What follows belongs to an exercise in optimizing a design on an open flow for small area and a short achievable clock period; a production flow would make more cautious choices. No run shown here included a check of the RTL's function; only the layout flow was run. Power is estimated from default activity; no workload was simulated.

`design/flow/design.v`:
```
package ws2812b_pkg;
    localparam int COLOR_W = 8;
    localparam int PIXEL_W = 24;
    localparam int CYCLES_SHORT = 4;
    localparam int CYCLES_LONG  = 7;
    localparam int CYCLES_RET   = 500;
    typedef struct packed {
        logic [COLOR_W-1:0] r;
        logic [COLOR_W-1:0] g;
        logic [COLOR_W-1:0] b;
    } rgb_t;
endpackage
import ws2812b_pkg::*;
module ws2812b_aoi222 (
    input  logic a1, b1, a2, b2, a3, b3,
    output logic y
);
    assign y = !((a1 && b1) || (a2 && b2) || (a3 && b3));
endmodule
module ws2812b_or24n (
    input  logic [23:0] i_n,
    output logic        y
);
    assign y = !(&i_n);
endmodule
module ws2812b_pixel_ram
#(
    parameter int LEDCOUNT = 36,
    parameter int ADDR_W   = 6
) (
    input  logic                  clk,
    input  logic                  i_wr_en,
    input  logic                  i_wr_bank,
    input  logic [ADDR_W-1:0]     i_wr_addr,
    input  logic [PIXEL_W-1:0]    i_wr_data,
    input  logic [2*LEDCOUNT-1:0] i_rd_sel,     
    output logic [PIXEL_W-1:0]    o_rd_data
);
    localparam int WORDS  = 2 * LEDCOUNT;
    localparam int GROUPS = WORDS / 3;
    logic [WORDS-1:0][PIXEL_W-1:0] r_mem;
    logic [WORDS-1:0]              w_we;
    always_comb begin
        for (int i = 0; i < LEDCOUNT; i++) begin
            w_we[i]            = i_wr_en && !i_wr_bank && (i_wr_addr == ADDR_W'(i));
            w_we[LEDCOUNT + i] = i_wr_en &&  i_wr_bank && (i_wr_addr == ADDR_W'(i));
        end
    end
    always_ff @(posedge clk) begin
        for (int i = 0; i < WORDS; i++) begin
            if (w_we[i]) r_mem[i] <= i_wr_data;
        end
    end
    genvar b, g;
    generate
        for (b = 0; b < PIXEL_W; b++) begin : g_bit
            logic [GROUPS-1:0] w_term_n;
            for (g = 0; g < GROUPS; g++) begin : g_grp
                ws2812b_aoi222 u_aoi (
                    .a1 (i_rd_sel[3*g]),     .b1 (r_mem[3*g][b]),
                    .a2 (i_rd_sel[3*g + 1]), .b2 (r_mem[3*g + 1][b]),
                    .a3 (i_rd_sel[3*g + 2]), .b3 (r_mem[3*g + 2][b]),
                    .y  (w_term_n[g])
                );
            end
            ws2812b_or24n u_or (
                .i_n (w_term_n),
                .y   (o_rd_data[b])
            );
        end
    endgenerate
endmodule
import ws2812b_pkg::*;
module ws2812b_frame_feeder
#(
    parameter int LEDCOUNT = 36,
    parameter int ADDR_W   = 6,
    parameter int FPS_DIV  = 90000
) (
    input  logic               clk,
    input  logic               resetn,
    input  logic               wr_en,
    input  logic [ADDR_W-1:0]  wr_addr,
    input  logic [PIXEL_W-1:0] wr_data,
    input  logic               commit,
    output logic               bitstream_available,
    output logic [PIXEL_W-1:0] bitstream,
    input  logic               bitstream_read,
    output logic               frame_busy,
    output logic               frame_done,
    output logic               commit_pending,
    output logic               frame_overrun
);
    localparam logic [16:0] TICK_SEED = 17'h1ffff;
    localparam logic [16:0] TICK_PRE  = 17'h1b6e1;
    logic [16:0] r_lfsr;
    logic        r_tick;
    logic        r_busy;
    logic        r_load;
    logic        r_avail;
    logic        r_front;
    logic        r_pending;
    logic        r_done;
    logic        r_overrun;
    logic [5:0]  r_hi0;       
    logic [5:0]  r_hi1;       
    logic [5:0]  r_lo;        
    logic [2*LEDCOUNT-1:0] w_rd_sel;
    logic [PIXEL_W-1:0] r_bitstream;
    logic        w_start;
    logic        w_swap;
    logic        w_fetch;
    logic        w_take;
    logic        w_last;
    logic        w_wr_en;
    logic [PIXEL_W-1:0] w_rd_data;
    assign w_start = !r_busy && r_tick;
    assign w_swap  = w_start && (r_pending || commit);
    assign w_fetch = r_busy && !r_load && !r_avail;
    assign w_take  = r_avail && bitstream_read;
    assign w_last  = w_take && (r_hi0[5] || r_hi1[5]) && r_lo[5];
    assign w_wr_en = wr_en && (wr_addr < ADDR_W'(LEDCOUNT));
    always_ff @(posedge clk) begin
        if (!resetn || r_tick) begin
            r_lfsr <= TICK_SEED;
        end else begin
            r_lfsr <= {r_lfsr[15:0], r_lfsr[16] ^ r_lfsr[13]};
        end
    end
    always_ff @(posedge clk) begin
        if (!resetn) begin
            r_tick    <= 1'b0;
            r_busy    <= 1'b0;
            r_load    <= 1'b0;
            r_avail   <= 1'b0;
            r_front   <= 1'b0;
            r_pending <= 1'b0;
            r_done    <= 1'b0;
            r_overrun <= 1'b0;
        end else begin
            r_tick    <= (r_lfsr == TICK_PRE);
            r_load    <= w_fetch;
            r_done    <= w_last;
            r_overrun <= r_tick && r_busy;
            r_pending <= !w_swap && (r_pending || commit);
            if (w_swap) r_front <= !r_front;
            if (w_start)     r_busy <= 1'b1;
            else if (w_last) r_busy <= 1'b0;
            if (r_load)      r_avail <= 1'b1;
            else if (w_take) r_avail <= 1'b0;
        end
    end
    always_ff @(posedge clk) begin
        if (w_start) begin
            r_hi0 <= {5'b0, !(r_front ^ w_swap)};
            r_hi1 <= {5'b0,  (r_front ^ w_swap)};
            r_lo  <= 6'b000001;
        end else if (w_take) begin
            r_lo <= {r_lo[4:0], r_lo[5]};
            if (r_lo[5]) begin
                r_hi0 <= {r_hi0[4:0], r_hi0[5]};
                r_hi1 <= {r_hi1[4:0], r_hi1[5]};
            end
        end
    end
    always_comb begin
        for (int i = 0; i < LEDCOUNT; i++) begin
            w_rd_sel[i]            = r_hi0[i / 6] && r_lo[i % 6];
            w_rd_sel[LEDCOUNT + i] = r_hi1[i / 6] && r_lo[i % 6];
        end
    end
    always_ff @(posedge clk) begin
        r_bitstream <= {w_rd_data[15:8], w_rd_data[23:16], w_rd_data[7:0]};
    end
    ws2812b_pixel_ram #(
        .LEDCOUNT (LEDCOUNT),
        .ADDR_W   (ADDR_W)
    ) u_pixel_ram (
        .clk       (clk),
        .i_wr_en   (w_wr_en),
        .i_wr_bank (!r_front),
        .i_wr_addr (wr_addr),
        .i_wr_data (wr_data),
        .i_rd_sel  (w_rd_sel),
        .o_rd_data (w_rd_data)
    );
    assign bitstream_available = r_avail;
    assign bitstream           = r_bitstream;
    assign frame_busy          = r_busy;
    assign frame_done          = r_done;
    assign commit_pending      = r_pending;
    assign frame_overrun       = r_overrun;
endmodule
```
`design/flow/run.sh`:
```
#!/bin/bash
# synth_recipe.tcl (not shown) runs the flow's synth.tcl, then flattens the netlist and writes it again
# the make line also repeats each setting of config.mk as NAME=value (left out here)
make -C /OpenROAD-flow-scripts/flow DESIGN_CONFIG=/design/flow/config.mk WORK_HOME=/design/flow/orfs CLKGATE_MAP_FILE= SYNTH_SCRIPT=/design/flow/synth_recipe.tcl finish
```
`design/flow/config.mk`:
```
export PLATFORM = sky130hd
export DESIGN_NAME = ws2812b_frame_feeder
export DESIGN_NICKNAME = ws2812b_frame_feeder
export VERILOG_FILES = /design/flow/design.v
export SDC_FILE = /design/flow/constraint.sdc
export NUM_CORES = 4
export LEC_CHECK = 0
export CAP_MARGIN = 20
export CORE_MARGIN = 2
export CORE_UTILIZATION = 65
export SETUP_SLACK_MARGIN = 2.5
export SLEW_MARGIN = 20
export SYNTH_HIERARCHICAL = 1
```
`design/flow/constraint.sdc`:
```
create_clock -name core_clock -period 5.0 [get_ports {clk}]
set_input_delay 1.0000 -clock core_clock [delete_from_list [all_inputs] [get_ports {clk}]]
set_output_delay 1.0000 -clock core_clock [all_outputs]
set_load 0.01 [all_outputs]
```
==> metrics.json, run 1 <==
{
  "layout": {
    "design.final.nets": 3412,
    "fillers": 5050,
    "final_design_area_no_fill_sq_mm": 0.0736,
    "final_core_util_pct": 77.9,
    "drive_gt1_share_pct": 22.6,
    "syn2layout_area_growth_pct": 19.1
  },
  "setup_path": {
    "cp.required_ns": 5.66,
    "cp_max_fanout": 10,
    "crit-reg2reg-capture": "r_bitstream[18]",
    "regToRegSetupSlack_ns": 2.06,
    "crit_arrival_ns": 3.60,
    "critical_path.slowest_cell": "sky130_fd_sc_hd__a222oi_1",
    "critical_path_class": "flop to flop",
    "crit_path_start_kind": "flop",
    "rr_worst_depth": 7,
    "critical-path-top-delay-family": "simple AND/OR/NAND/NOR gates",
    "cp_cell_sequence": "and2_4 > buf_12 > a222oi_1 > nand4_1 > nor4_4 > buf_4 > nand2_1",
    "critPathMaxStageDelay_ns": 0.60,
    "r2r_start": "r_hi1[1]",
    "worst-path-buf-inv": 2,
    "timing.critical_path.to_type": "flop"
  },
  "die": {
    "initial_utilization_pct": 65.4,
    "fp.coreArea_sq_mm": 0.0946,
    "fp-row-count": 113,
    "die_x_um": 312,
    "design.portCount": 64,
    "floorplan.die_area_sq_mm": 0.0976,
    "dieHeight_um": 312
  },
  "routing": {
    "wire_per_inst_um": 40.8,
    "detail-route-antenna-nets": 0,
    "routed-via-count": 36976,
    "post_drt_via_cell_ratio": 7.71,
    "drc_violations": 0,
    "wirelength_mm": 196,
    "detailed_routing_iteration_count_for_the_pre_antenna_repair_pass": 12,
    "drt_iter0_drc": 9236
  },
  "timing": {
    "final_min_period_over_clock_period_pct": 58.8,
    "finClkSkew_ns": 0.0197,
    "setup_viol_count_final": 0,
    "min_period_ns": 2.94,
    "grt_setup_unrepaired": "yes",
    "maxSlewHeadroom_pct": 20.1,
    "timing.final.ws_setup_ns": 2.06,
    "timing_worst_slew_pin_value_ns": 1.20,
    "max_freq_ghz": 0.340,
    "hold_ws_ns": 0.420,
    "fin_tns_setup_ns": 0,
    "timing_hold_violations_final": 0,
    "report.final.slew_viol_count": 0
  },
  "power": {
    "seqPwrFrac_pct": 54.6,
    "internal-power_mw": 24.3,
    "leakage_power_nw": 23.0,
    "p_switching_mw": 5.88,
    "clock_power_share_pct": 43.6,
    "cellPowerDensity_mw_per_mm2": 410,
    "ir_worst_vdd_uv": 467,
    "power.share.switching_pct": 19.5,
    "combPwrFrac_pct": 1.8
  },
  "synthesis": {
    "dominant_synthesized_flop_cell": "sky130_fd_sc_hd__edfxtp_1",
    "number_of_warnings_reported_in_the_yosys_synthesis_log": 8,
    "synth-seq-area-share_pct": 86.1,
    "asyncSetResetFlopFracSynth_pct": 0,
    "netlist_top_cells_count": "sky130_fd_sc_hd__edfxtp_1 (1730), sky130_fd_sc_hd__a222oi_1 (576), sky130_fd_sc_hd__nand4_1 (145)",
    "synth_area_leader": "sky130_fd_sc_hd__edfxtp_1",
    "ys_ff_latch": 1795,
    "postSynthCellCount": 2866,
    "number_of_flops_mapped_to_enable_cells_by_yosys": 1730,
    "syn_avg_cell_area_sq_um": 21.6,
    "synth_nets": 2901,
    "synthMostInstantiatedCell": "sky130_fd_sc_hd__edfxtp_1",
    "synth_top_cell_area_share_pct": 84.0,
    "post_synth_instance_area_sq_mm": 0.0618,
    "synth_top_cells_by_area": "sky130_fd_sc_hd__edfxtp_1 (84%), sky130_fd_sc_hd__a222oi_1 (9.3%), sky130_fd_sc_hd__dfxtp_1 (2.1%)",
    "synth_cell_types": 35
  },
  "placement": {
    "postPlaceCellArea_sq_mm": 0.0651,
    "place.detailed.hpwl_mm": 113,
    "place_ws_ns": 0.825,
    "port_buffers": 63,
    "gpl.final_weighted_congestion": 0.939
  },
  "run": {
    "max-cap-violations": 0
  },
  "hold_path": {
    "hold_path.class": "flop to flop",
    "hold_depth": 1,
    "worst_hold_path.endpoint": "r_load",
    "worstHoldStart": "r_load"
  },
  "global_route": {
    "gr-usage-all-layers_pct": 40.0,
    "grt-ovfl-total": 0,
    "number_of_global_route_vias_before_repair": 34875,
    "grt_pass1_wl_mm": 267,
    "grt_start_max_net_pins": 73,
    "antenna_violations_before_repair": 11
  },
  "clock_network": {
    "number_of_buffers_created_by_cts": 169,
    "clockRootBuffer": "sky130_fd_sc_hd__clkbuf_16",
    "tritoncts": "built",
    "clock_insertion_delay_worst_skew_ns": 0.78,
    "clkSlewWorstSetupHoldPaths_ns": 0.06,
    "maximum_level_of_the_cts_h_tree": 4,
    "cts.sinks": 1795,
    "clock_path_buffers": 3
  },
  "status": {
    "run_status": "no timing/DRC/antenna violations"
  }
}
per-module statistics from Yosys, one instance, submodules excluded, a selection:
module,cells,times used,cell area [sq um]
ws2812b_frame_feeder,238,1,2400
ws2812b_or24n,9,24,51.3
ws2812b_aoi222,1,576,10.0
power groups by stage:
stage          Sequential [mW]  Combinational [mW]  Clock (mW)
6_report                  16.5               0.543        13.2
5_1_grt                   16.5               0.550        13.8
4_1_cts                   16.5               0.522        13.2
3_5_place_dp              16.8               0.483           0
3_3_place_gp              16.8               0.466           0
2_1_floorplan             16.8              0.0641           0
timing repair:
item	4_1_cts	5_1_grt
setup endpoints to repair	1781	244
hold buffers	0	0
gates cloned	76	8
pin swaps	228	82
resized for setup	353	26
setup buffers	108	17
cell families after synthesis:
kind of cell,share of synthesized area (%)
AOI/OAI and AO/OA,9.58
DFF,86.1
xor gates and xnor gates,0.0142
and+or+nand+nor,4.06
buffers and inverters,0.239
registers in the layout, indices dropped and copies added, names as in the netlist:
register           flops
u_pixel_ram.r_mem   1728
r_bitstream           24
r_lfsr                17
r_hi0                  6
r_hi1                  6
r_lo                   6
r_avail                1
r_busy                 1
r_done                 1
r_front                1
r_load                 1
r_overrun              1
r_pending              1
r_tick                 1
per-stage QoR:
stage          cells  total power [mW]
6_report        4794              30.2
5_1_grt         4789              30.8
3_3_place_gp    4261              17.3
2_1_floorplan   2866              16.9
3_5_place_dp    4261              17.3
4_1_cts         4763              30.2
per-layer routing:
| metal | global-route usage (%) | routed length (um) | up-vias |
|---|---|---|---|
| li1 | - | - | 14433 |
| met1 | 53.5 | 64700 | 18701 |
| met2 | 60.8 | 90200 | 3305 |
| met3 | 10.0 | 27400 | 525 |
| met4 | 23.4 | 13400 | 12 |
| met5 | 0 | 84 | - |
cell type report:
class                   count  area [sq um]  area share, %
flip-flops and latches   1795         53300           72.4
multi-input cells        1119         10200           13.8
clock buffers             232          4780           6.49
repair buffers            288          2770           3.75
well taps                1265          1580           2.15
clock inverters            86           970           1.32
inverters                   4          15.0         0.0204
diodes                      5          12.5         0.0170
placed cells by master, fill, tap and decap left out, types with 6 or more instances in the layout:
cell type and n:
sky130_fd_sc_hd__nand4_1 145, sky130_fd_sc_hd__and2_2 26, sky130_fd_sc_hd__nand2_2 6, sky130_fd_sc_hd__and2_1 7, sky130_fd_sc_hd__buf_6 11, sky130_fd_sc_hd__clkbuf_1 41
sky130_fd_sc_hd__or3_1 19, sky130_fd_sc_hd__nand3_1 6, sky130_fd_sc_hd__buf_4 169, sky130_fd_sc_hd__buf_12 36, sky130_fd_sc_hd__bufinv_16 21, sky130_fd_sc_hd__dfxtp_4 17
sky130_fd_sc_hd__dfxtp_2 7, sky130_fd_sc_hd__buf_2 30, sky130_fd_sc_hd__edfxtp_1 1730, sky130_fd_sc_hd__and2_4 66, sky130_fd_sc_hd__nor2_2 13, sky130_fd_sc_hd__nor4_2 17
sky130_fd_sc_hd__nor4_1 6, sky130_fd_sc_hd__nand2_1 28, sky130_fd_sc_hd__dfxtp_1 41, sky130_fd_sc_hd__clkinv_2 21, sky130_fd_sc_hd__a21oi_1 8, sky130_fd_sc_hd__nor2_1 22
sky130_fd_sc_hd__nor2_4 122, sky130_fd_sc_hd__clkbuf_16 177, sky130_fd_sc_hd__dlygate4sd2_1 21, sky130_fd_sc_hd__a222oi_1 576, sky130_fd_sc_hd__clkinv_1 32, sky130_fd_sc_hd__clkbuf_8 14
sky130_fd_sc_hd__nand4b_1 9, sky130_fd_sc_hd__a22o_1 10
worst max path at each step:
stage                     from                     end  slack [ns]  depth (start not counted)
finish                r_hi1[1]         r_bitstream[18]        2.06                          7
detailed placement  wr_addr[3]  u_pixel_ram.r_mem[145]        0.82                          6
CTS                    r_lo[5]         r_bitstream[18]        2.25                          7
global route           r_lo[5]         r_bitstream[19]        2.15                          8
global placement    wr_addr[2]  u_pixel_ram.r_mem[117]        0.86                          6
floorplan           wr_addr[4]  u_pixel_ram.r_mem[144]        2.03                          6
==> run 2: changes to the inputs <==
--- a/design/flow/design.v
+++ b/design/flow/design.v
@@ -18,9 +18,44 @@
     assign y = !((a1 && b1) || (a2 && b2) || (a3 && b3));
 endmodule
+module ws2812b_nand4 (
+    input  logic a, b, c, d,
+    output logic y
+);
+    assign y = !(a && b && c && d);
+endmodule
+module ws2812b_nor3 (
+    input  logic a, b, c,
+    output logic y
+);
+    assign y = !(a || b || c);
+endmodule
+module ws2812b_nand2 (
+    input  logic a, b,
+    output logic y
+);
+    assign y = !(a && b);
+endmodule
 module ws2812b_or24n (
     input  logic [23:0] i_n,
     output logic        y
 );
-    assign y = !(&i_n);
+    logic [5:0] w_or4;
+    logic [1:0] w_nor;
+    genvar k;
+    generate
+        for (k = 0; k < 6; k++) begin : g_l1
+            ws2812b_nand4 u_nand4 (
+                .a (i_n[4*k]), .b (i_n[4*k + 1]), .c (i_n[4*k + 2]), .d (i_n[4*k + 3]),
+                .y (w_or4[k])
+            );
+        end
+        for (k = 0; k < 2; k++) begin : g_l2
+            ws2812b_nor3 u_nor3 (
+                .a (w_or4[3*k]), .b (w_or4[3*k + 1]), .c (w_or4[3*k + 2]),
+                .y (w_nor[k])
+            );
+        end
+    endgenerate
+    ws2812b_nand2 u_nand2 (.a (w_nor[0]), .b (w_nor[1]), .y (y));
 endmodule
 module ws2812b_pixel_ram
==> run 2 against run 1 <==
Compared with the run above:
- largest power group unchanged
- largest cell class unchanged
- worst hold slack improved by 0.014 ns
- worst setup slack improved by 0.068 ns
- fmax increased by 2.4%
==> metrics.json, run 2 <==
{
  "clock_network": {
    "clockRootBuffer": "sky130_fd_sc_hd__clkbuf_16",
    "clkSlewWorstSetupHoldPaths": {"value": 0.06, "unit": "ns", "change": "about the same"},
    "cts.sinks": {"value": 1795, "change": "unchanged"},
    "maximum_level_of_the_cts_h_tree": {"value": 4, "change": "unchanged"},
    "clock_path_buffers": {"value": 3, "change": "unchanged"},
    "tritoncts": "built",
    "clock_insertion_delay_worst_skew": {"value": 0.78, "unit": "ns", "change": "about the same"},
    "number_of_buffers_created_by_cts": {"value": 166, "change": "-1.8%"}
  },
  "die": {
    "initial_utilization": {"value": 65.4, "unit": "%", "change": "about the same"},
    "die_x": {"value": 313, "unit": "um", "change": "+0.19%"},
    "fp-row-count": {"value": 113, "change": "unchanged"},
    "floorplan.die_area": {"value": 0.0980, "unit": "sq mm", "change": "+0.38%"},
    "dieHeight": {"value": 313, "unit": "um", "change": "+0.19%"},
    "fp.coreArea": {"value": 0.0949, "unit": "sq mm", "change": "+0.30%"},
    "design.portCount": {"value": 64, "change": "unchanged"}
  },
  "layout": {
    "largest-register": "u_pixel_ram.r_mem",
    "sequential_cell_area_in_the_final_layout": {"value": 0.0533, "unit": "sq mm", "change": "about the same"},
    "fillers": {"value": 4953, "change": "-1.9%"},
    "syn2layout_area_growth": {"value": 19.1, "unit": "%", "change": "about the same"},
    "layout_commonest_cell": "sky130_fd_sc_hd__edfxtp_1",
    "multi_input_comb_area": {"value": 0.0104, "unit": "sq mm", "change": "+1.6%"},
    "largest_registers": "u_pixel_ram.r_mem (1728), r_bitstream (24), r_lfsr (17)",
    "fin_cells": {"value": 4814, "change": "+0.42%"},
    "final_design_area_no_fill": {"value": 0.0739, "unit": "sq mm", "change": "+0.41%"},
    "design.final.nets": {"value": 3441, "change": "+0.85%"},
    "final_core_util": {"value": 77.9, "unit": "%", "change": "+0.087 points"},
    "mostFrequentLayoutCells": "sky130_fd_sc_hd__edfxtp_1 (1730), sky130_fd_sc_hd__a222oi_1 (576), sky130_fd_sc_hd__buf_4 (174)",
    "largest_register_ffs": {"value": 1728, "change": "unchanged"},
    "drive_gt1_share": {"value": 23.2, "unit": "%", "change": "+0.52 points"}
  },
  "hold_path": {
    "hold_depth": {"value": 1, "change": "unchanged"},
    "worstHoldStart": "r_lfsr[11]",
    "hold_path.class": "flop to flop"
  },
  "placement": {
    "port_buffers": {"value": 63, "change": "unchanged"},
    "postPlaceCellArea": {"value": 0.0652, "unit": "sq mm", "change": "+0.19%"},
    "placedCellCount": {"value": 4244, "change": "-0.40%"},
    "gpl.final_weighted_congestion": {"value": 0.910, "change": "-3.1%"},
    "place_ws": {"value": 0.582, "unit": "ns", "change": "-0.242 ns"},
    "place.detailed.hpwl": {"value": 105, "unit": "mm", "change": "-7.4%"}
  },
  "routing": {
    "drt_iter0_drc": {"value": 9070, "change": "-1.8%"},
    "drc_violations": {"value": 0, "change": "unchanged"},
    "detail-route-antenna-nets": {"value": 0, "change": "unchanged"},
    "wire_per_inst": {"value": 39.2, "unit": "um", "change": "-3.9%"},
    "post_drt_via_cell_ratio": {"value": 7.70, "change": "-0.18%"},
    "routed-via-count": {"value": 37062, "change": "+0.23%"},
    "detailed_routing_iteration_count_for_the_pre_antenna_repair_pass": {"value": 12, "change": "unchanged"},
    "wirelength": {"value": 189, "unit": "mm", "change": "-3.5%"}
  },
  "timing": {
    "max_freq": {"value": 0.348, "unit": "GHz", "change": "+2.4%"},
    "setup_viol_count_final": {"value": 0, "change": "unchanged"},
    "report.final.slew_viol_count": {"value": 0, "change": "unchanged"},
    "hold_ws": {"value": 0.435, "unit": "ns", "change": "+0.0142 ns"},
    "fin_tns_setup": {"value": 0, "unit": "ns", "change": "unchanged"},
    "timing.final.ws_setup": {"value": 2.13, "unit": "ns", "change": "+0.0676 ns"},
    "final_min_period_over_clock_period": {"value": 57.5, "unit": "%", "change": "-1.4 points"},
    "maxSlewHeadroom": {"value": 19.1, "unit": "%", "change": "-0.99 points"},
    "timing_worst_slew_pin_value": {"value": 1.21, "unit": "ns", "change": "+0.0149 ns"},
    "finClkSkew": {"value": 0.0206, "unit": "ns", "change": "+0.000905 ns"},
    "grt_setup_unrepaired": "yes",
    "timing_hold_violations_final": {"value": 0, "change": "unchanged"},
    "min_period": {"value": 2.87, "unit": "ns", "change": "-0.0676 ns"}
  },
  "setup_path": {
    "critical-path-top-delay-family": "simple AND/OR/NAND/NOR gates",
    "crit_start": "r_lo[0]",
    "critical_path_class": "flop to flop",
    "rr_worst_depth": {"value": 7, "change": "unchanged"},
    "cp.depth": {"value": 7, "change": "unchanged"},
    "critPathMaxStageDelay": {"value": 0.81, "unit": "ns", "change": "+0.21 ns"},
    "r2r_start": "r_lo[0]",
    "crit_arrival": {"value": 3.52, "unit": "ns", "change": "-0.08 ns"},
    "critical_path.slowest_cell": "sky130_fd_sc_hd__a222oi_1",
    "cp.required": {"value": 5.65, "unit": "ns", "change": "about the same"},
    "timing.critical_path.to_type": "flop",
    "crit_path_start_kind": "flop",
    "cp_max_fanout": {"value": 6, "change": "-4"},
    "worst-path-buf-inv": {"value": 2, "change": "unchanged"},
    "cp_cell_sequence": "buf_6 > buf_12 > and2_4 > a222oi_1 > nand4_1 > nor3_4 > nand2_1"
  },
  "synthesis": {
    "synth-seq-area-share": {"value": 85.8, "unit": "%", "change": "-0.33 points"},
    "asyncSetResetFlopFracSynth": {"value": 0, "unit": "%", "change": "unchanged"},
    "synth_nets": {"value": 2901, "change": "unchanged"},
    "synth_cell_types": {"value": 35, "change": "unchanged"},
    "number_of_warnings_reported_in_the_yosys_synthesis_log": {"value": 8, "change": "unchanged"},
    "number_of_flops_mapped_to_enable_cells_by_yosys": {"value": 1730, "change": "unchanged"},
    "ys_ff_latch": {"value": 1795, "change": "unchanged"},
    "synthMostInstantiatedCell": "sky130_fd_sc_hd__edfxtp_1",
    "synth_top_cell_area_share": {"value": 83.7, "unit": "%", "change": "-0.33 points"},
    "post_synth_instance_area": {"value": 0.0621, "unit": "sq mm", "change": "+0.39%"},
    "synth_top_cells_by_area": "sky130_fd_sc_hd__edfxtp_1 (84%), sky130_fd_sc_hd__a222oi_1 (9.3%), sky130_fd_sc_hd__dfxtp_1 (2.1%)",
    "dominant_synthesized_flop_cell": "sky130_fd_sc_hd__edfxtp_1",
    "synth_area_leader": "sky130_fd_sc_hd__edfxtp_1",
    "netlist_top_cells_count": "sky130_fd_sc_hd__edfxtp_1 (1730), sky130_fd_sc_hd__a222oi_1 (576), sky130_fd_sc_hd__nand4_1 (145)",
    "postSynthCellCount": {"value": 2866, "change": "unchanged"},
    "syn_avg_cell_area": {"value": 21.7, "unit": "sq um", "change": "+0.39%"}
  },
  "status": {
    "run_status": "no timing/DRC/antenna violations"
  },
  "global_route": {
    "gr-usage-all-layers": {"value": 38.4, "unit": "%", "change": "-1.6 points"},
    "grt_start_max_net_pins": {"value": 73, "change": "unchanged"},
    "antenna_violations_before_repair": {"value": 10, "change": "-1"},
    "grt_pass1_wl": {"value": 259, "unit": "mm", "change": "-3.2%"},
    "number_of_global_route_vias_before_repair": {"value": 34398, "change": "-1.4%"},
    "grt-ovfl-total": {"value": 0, "change": "unchanged"}
  },
  "run": {
    "max-cap-violations": {"value": 0, "change": "unchanged"}
  },
  "power": {
    "ir_worst_vdd": {"value": 447, "unit": "uV", "change": "-4.1%"},
    "cellPowerDensity": {"value": 396, "unit": "mW/mm^2", "change": "-3.6%"},
    "total_power": {"value": 29.3, "unit": "mW", "change": "-3.2%"},
    "leakage_power": {"value": 23.1, "unit": "nW", "change": "+0.45%"}
  }
}
[run 2: cell count changes after synthesis, sizes merged]
cell / change
nor4: -24
nor2: -24
nor3: +48
[run 2: metal layers]
metal | global-route usage (%) | vias up | share of wire, % | wire, um
li1 | - | 14485 | - | -
met1 | 55.1 | 18926 | 34 | 64900
met2 | 57.7 | 3256 | 46 | 86500
met3 | 9.87 | 389 | 15 | 28300
met4 | 15.6 | 6 | 4.8 | 9040
met5 | 0 | - | 0.014 | 27
[run 2: cell type report]
type                       count  area share (%)
antenna                        5          0.0169
clock buffer                 216            6.15
clock inverter                90           0.985
inverter                       4          0.0203
multi-input combinational   1113            14.0
sequential                  1795            72.1
tap                         1265            2.14
timing repair buffer         326            4.61
[run 2: path summary, 6_finish.rpt]
kind | end | slack (ns)
setup / recovery | r_bitstream[0] | 2.13
setup reg to reg | r_bitstream[0] | 2.13
hold reg to reg | r_tick | 0.43
hold / removal | r_tick | 0.43
[run 2: power breakdown]
part	internal [mW]	switching [mW]	leakage [nW]
logic	0.0804	0.447	4.45
registers	16.5	0.0135	16.1
clock network	6.93	5.29	2.58
[run 2: timing repair]
action                                  4_1_cts  5_1_grt
resized for setup                           330       39
pin swaps                                   214      101
hold buffers                                  0        0
endpoints found under the hold margin         0        0
endpoints found under the setup margin     1781     1262
buffers inserted                            135       44
gates cloned                                 76        4
[run 2: modules after synthesis (local to each module, per instance), a selection]
module	copies in the design	cells inside	flops+latches	cell area, sq um
ws2812b_nand2	24	1	0	3.75
ws2812b_frame_feeder	1	238	67	2400
ws2812b_nor3	48	1	0	10.0
ws2812b_aoi222	576	1	0	10.0
ws2812b_nand4	144	1	0	6.26
[run 2: kinds of logic after synthesis]
family | after synthesis | synth area share [%]
compound gates | 599 | 9.54
xor+xnor | 1 | 0.0141
buf+inv | 32 | 0.238
flops | 1795 | 85.8
simple gates | 439 | 4.43
==> run 3: changes to the inputs <==
--- a/design/flow/config.mk
+++ b/design/flow/config.mk
@@ -9,4 +9,6 @@
 export CORE_MARGIN = 2
 export CORE_UTILIZATION = 65
+export CTS_CLUSTER_DIAMETER = 100
+export CTS_CLUSTER_SIZE = 28
 export SETUP_SLACK_MARGIN = 2.5
 export SLEW_MARGIN = 20
==> run 3 against run 2 <==
Compared with the run above:
- die area unchanged
- final cell count decreased by 3.7%
- register-to-register slack improved by 0.02 ns
- total power decreased by 17%
==> metrics.json, run 3 <==
{
  "timing": {
    "fin_tns_setup": {"value": 0, "unit": "ns", "change": "unchanged"},
    "final_min_period_over_clock_period": {"value": 57.1, "unit": "%", "change": "-0.39 points"},
    "min_period": {"value": 2.85, "unit": "ns", "change": "-0.0197 ns"},
    "timing_worst_slew_pin_value": {"value": 1.17, "unit": "ns", "change": "-0.0475 ns"},
    "maxSlewHeadroom": {"value": 22.3, "unit": "%", "change": "+3.2 points"},
    "report.final.slew_viol_count": {"value": 0, "change": "unchanged"},
    "setup_viol_count_final": {"value": 0, "change": "unchanged"},
    "timing.final.ws_setup": {"value": 2.15, "unit": "ns", "change": "+0.0197 ns"},
    "timing_hold_violations_final": {"value": 0, "change": "unchanged"},
    "grt_setup_unrepaired": "yes",
    "finClkSkew": {"value": 0.0337, "unit": "ns", "change": "+0.0131 ns"},
    "max_freq": {"value": 0.350, "unit": "GHz", "change": "+0.69%"}
  },
  "die": {
    "fp-row-count": {"value": 113, "change": "unchanged"},
    "floorplan.die_area": {"value": 0.0980, "unit": "sq mm", "change": "unchanged"},
    "dieHeight": {"value": 313, "unit": "um", "change": "unchanged"},
    "fp.coreArea": {"value": 0.0949, "unit": "sq mm", "change": "unchanged"},
    "initial_utilization": {"value": 65.4, "unit": "%", "change": "unchanged"},
    "design.portCount": {"value": 64, "change": "unchanged"},
    "die_x": {"value": 313, "unit": "um", "change": "unchanged"}
  },
  "synthesis": {
    "synth_top_cell_area_share": {"value": 83.7, "unit": "%", "change": "unchanged"},
    "post_synth_instance_area": {"value": 0.0621, "unit": "sq mm", "change": "unchanged"},
    "number_of_warnings_reported_in_the_yosys_synthesis_log": {"value": 8, "change": "unchanged"},
    "synth_cell_types": {"value": 35, "change": "unchanged"},
    "postSynthCellCount": {"value": 2866, "change": "unchanged"},
    "synth_nets": {"value": 2901, "change": "unchanged"},
    "dominant_synthesized_flop_cell": "sky130_fd_sc_hd__edfxtp_1",
    "asyncSetResetFlopFracSynth": {"value": 0, "unit": "%", "change": "unchanged"},
    "synth_top_cells_by_area": "sky130_fd_sc_hd__edfxtp_1 (84%), sky130_fd_sc_hd__a222oi_1 (9.3%), sky130_fd_sc_hd__dfxtp_1 (2.1%)",
    "synth-seq-area-share": {"value": 85.8, "unit": "%", "change": "unchanged"},
    "ys_ff_latch": {"value": 1795, "change": "unchanged"},
    "synthMostInstantiatedCell": "sky130_fd_sc_hd__edfxtp_1",
    "synth_area_leader": "sky130_fd_sc_hd__edfxtp_1",
    "number_of_flops_mapped_to_enable_cells_by_yosys": {"value": 1730, "change": "unchanged"},
    "netlist_top_cells_count": "sky130_fd_sc_hd__edfxtp_1 (1730), sky130_fd_sc_hd__a222oi_1 (576), sky130_fd_sc_hd__nand4_1 (145)",
    "syn_avg_cell_area": {"value": 21.7, "unit": "sq um", "change": "unchanged"}
  },
  "status": {
    "run_status": "no timing/DRC/antenna violations"
  },
  "routing": {
    "detailed_routing_iteration_count_for_the_pre_antenna_repair_pass": {"value": 10, "change": "-2"},
    "wire_per_inst": {"value": 39.6, "unit": "um", "change": "+1.1%"},
    "drt_iter0_drc": {"value": 9048, "change": "-0.24%"},
    "detail-route-antenna-nets": {"value": 0, "change": "unchanged"},
    "wirelength": {"value": 184, "unit": "mm", "change": "-2.6%"},
    "routed-via-count": {"value": 36233, "change": "-2.2%"},
    "drc_violations": {"value": 0, "change": "unchanged"},
    "post_drt_via_cell_ratio": {"value": 7.81, "change": "+1.5%"}
  },
  "global_route": {
    "grt_start_max_net_pins": {"value": 73, "change": "unchanged"},
    "grt-ovfl-total": {"value": 0, "change": "unchanged"},
    "antenna_violations_before_repair": {"value": 10, "change": "unchanged"},
    "gr-usage-all-layers": {"value": 37.0, "unit": "%", "change": "-1.4 points"},
    "grt_pass1_wl": {"value": 250, "unit": "mm", "change": "-3.5%"},
    "number_of_global_route_vias_before_repair": {"value": 33065, "change": "-3.9%"}
  },
  "clock_network": {
    "cts.hold.buffers_added": {"value": 0, "change": "unchanged"},
    "clock_path_buffers": {"value": 3, "change": "unchanged"},
    "cts.sinks": {"value": 1795, "change": "unchanged"},
    "maximum_level_of_the_cts_h_tree": {"value": 3, "change": "-1"},
    "clock_insertion_delay_worst_skew": {"value": 0.70, "unit": "ns", "change": "-0.08 ns"},
    "tritoncts": "built",
    "clkSlewWorstSetupHoldPaths": {"value": 0.11, "unit": "ns", "change": "+0.05 ns"},
    "clockRootBuffer": "sky130_fd_sc_hd__clkbuf_16",
    "number_of_buffers_created_by_cts": {"value": 74, "change": "-55%"}
  },
  "power": {
    "cellPowerDensity": {"value": 343, "unit": "mW/mm^2", "change": "-13%"},
    "leakage_power": {"value": 21.6, "unit": "nW", "change": "-6.6%"},
    "ir_worst_vdd": {"value": 338, "unit": "uV", "change": "-24%"},
    "total_power": {"value": 24.3, "unit": "mW", "change": "-17%"}
  },
  "layout": {
    "largest_register_ffs": {"value": 1728, "change": "unchanged"},
    "syn2layout_area_growth_pct": 14.2,
    "layout_commonest_cell": "sky130_fd_sc_hd__edfxtp_1",
    "design.final.nets": {"value": 3346, "change": "-2.8%"},
    "largest-register": "u_pixel_ram.r_mem",
    "largest_registers": "u_pixel_ram.r_mem (1728), r_bitstream (24), r_lfsr (17)",
    "mostFrequentLayoutCells": "sky130_fd_sc_hd__edfxtp_1 (1730), sky130_fd_sc_hd__a222oi_1 (576), sky130_fd_sc_hd__buf_4 (168)",
    "drive_gt1_share": {"value": 19.9, "unit": "%", "change": "-3.3 points"},
    "fin_cells": {"value": 4638, "change": "-3.7%"}
  },
  "setup_path": {
    "crit_path_start_kind": "flop",
    "crit_start": "r_lo[0]",
    "r2r_start": "r_lo[0]",
    "crit_arrival": {"value": 3.41, "unit": "ns", "change": "-0.11 ns"},
    "timing.critical_path.to_type": "flop",
    "cp.required": {"value": 5.56, "unit": "ns", "change": "-0.09 ns"},
    "cp_max_fanout": {"value": 24, "change": "+18"},
    "critical_path_class": "flop to flop"
  },
  "hold_path": {
    "worstHoldStart": "r_lfsr[11]",
    "hold_path.class": "flop to flop"
  },
  "placement": {
    "placedCellCount": {"value": 4244, "change": "unchanged"},
    "place_ws": {"value": 0.582, "unit": "ns", "change": "unchanged"},
    "port_buffers": {"value": 63, "change": "unchanged"},
    "place.detailed.hpwl": {"value": 105, "unit": "mm", "change": "unchanged"},
    "gpl.final_weighted_congestion": {"value": 0.910, "change": "unchanged"}
  },
  "run": {
    "max-cap-violations": {"value": 0, "change": "unchanged"}
  }
}
run 3: cell counts after synthesis:
No cell type changed its count.
run 3: path summary, 6_finish.rpt:
path,slack (ns),to,depth (start not counted)
min,0.44,r_tick,1
max reg2reg,2.15,r_bitstream[12],6
max,2.15,r_bitstream[12],6
min reg2reg,0.44,r_tick,1
run 3: area by class of cell:
cell class	instances	area [sq um]
well taps	1265	1580
clock inverters	2	38.8
fillers	5305	23900
repair buffers	323	3430
inverters	4	15.0
clock buffers	133	2180
diodes	3	7.51
multi-input cells	1113	10400
flip-flops and latches	1795	53300
run 3: power by group:
part / total [mW] / leakage (nW) / internal (mW) / switching, mW
sequential: 16.5 / 16.1 / 16.5 / 0.0133
combinational: 0.521 / 4.45 / 0.0803 / 0.440
clock: 7.30 / 1.05 / 3.02 / 4.28
run 3: critical path, stage by stage, from the launching register on:
cell and delay [ns]:
sky130_fd_sc_hd__dfxtp_4 0.41, sky130_fd_sc_hd__and2_4 0.16, sky130_fd_sc_hd__buf_12 0.15, sky130_fd_sc_hd__a222oi_1 0.82
sky130_fd_sc_hd__nand4_1 0.58, sky130_fd_sc_hd__nor3_4 0.43, sky130_fd_sc_hd__nand2_2 0.14
run 3: metrics by stage:
| step | util [%] | area, sq um | hold WS (ns) |
|---|---|---|---|
| floorplan | - | 62700 | 0.396 |
| global placement | 68.7 | 65200 | 0.410 |
| detailed placement | 68.7 | 65200 | 0.422 |
| CTS | 74.2 | 70400 | 0.442 |
| global route | 74.8 | 70900 | 0.463 |
| finish | 74.8 | 70900 | 0.436 |
run 3: cells by family (layout without fill, tap and decap cells):
kind of cell	after synthesis	count (layout)	synth area share (%)
flip-flops	1795	1795	85.8
AO/OA/AOI/OAI	599	599	9.54
AND/OR/NAND/NOR	439	513	4.43
buffers and inverters	32	462	0.238
XOR/XNOR	1	1	0.0141
other	0	3	0
run 3: what timing repair did:
item | in CTS | in global routing
endpoints found under the setup margin | 1781 | 752
pin swaps | 204 | 99
buffers inserted | 138 | 34
gates cloned | 74 | 10
resized for setup | 340 | 29
run 3: layer usage:
metal	vias up	routed length (um)	global-route usage, %
met5	-	69	0
met1	18472	64100	54.3
met2	3196	83300	55.3
met3	352	27100	7.85
met4	10	9300	15.7
li1	14203	-	-
run 3: modules after synthesis, one instance, submodules excluded, excerpt:
module                flip-flops and latches  area [sq um]  times used
ws2812b_nor3                               0          10.0          48
ws2812b_nand2                              0          3.75          24
ws2812b_frame_feeder                      67          2400           1
ws2812b_nand4                              0          6.26         144
ws2812b_aoi222                             0          10.0         576

-- static timing again, ports no longer ideal --
In the flow no input, the clock included, has a driving cell. The finished layouts below were timed again as built, in two steps. Step 1, drivers: a clkbuf_16 drives clk and a buf_2 each remaining input, both assumed. Step 2 also shifts input and output timing later by t, the mid clock arrival at the registers, as if the neighbouring blocks saw the same clock. Three values: ideal ports, drivers, drivers and shift; two values: the first two.
| run | shift t [ns] | setup WS [ns] | hold WS [ns] | worst setup path after step 2 |
|---|---|---|---|---|
| run 1 | 0.846 | 2.058 / 2.058 / 1.770 | 0.420 / 0.420 / 0.420 | input to register |
| run 2 | 0.847 | 2.126 / 2.126 / 1.617 | 0.435 / 0.435 / 0.435 | input to register |
| run 3 | 0.762 | 2.146 / 2.146 / 1.737 | 0.436 / 0.436 / 0.436 | input to register |
After both steps every run listed still meets setup and hold. For run 2, which loses most, drivers alone change the setup slack by 0.000 ns; drivers and shift together by -0.509 ns.
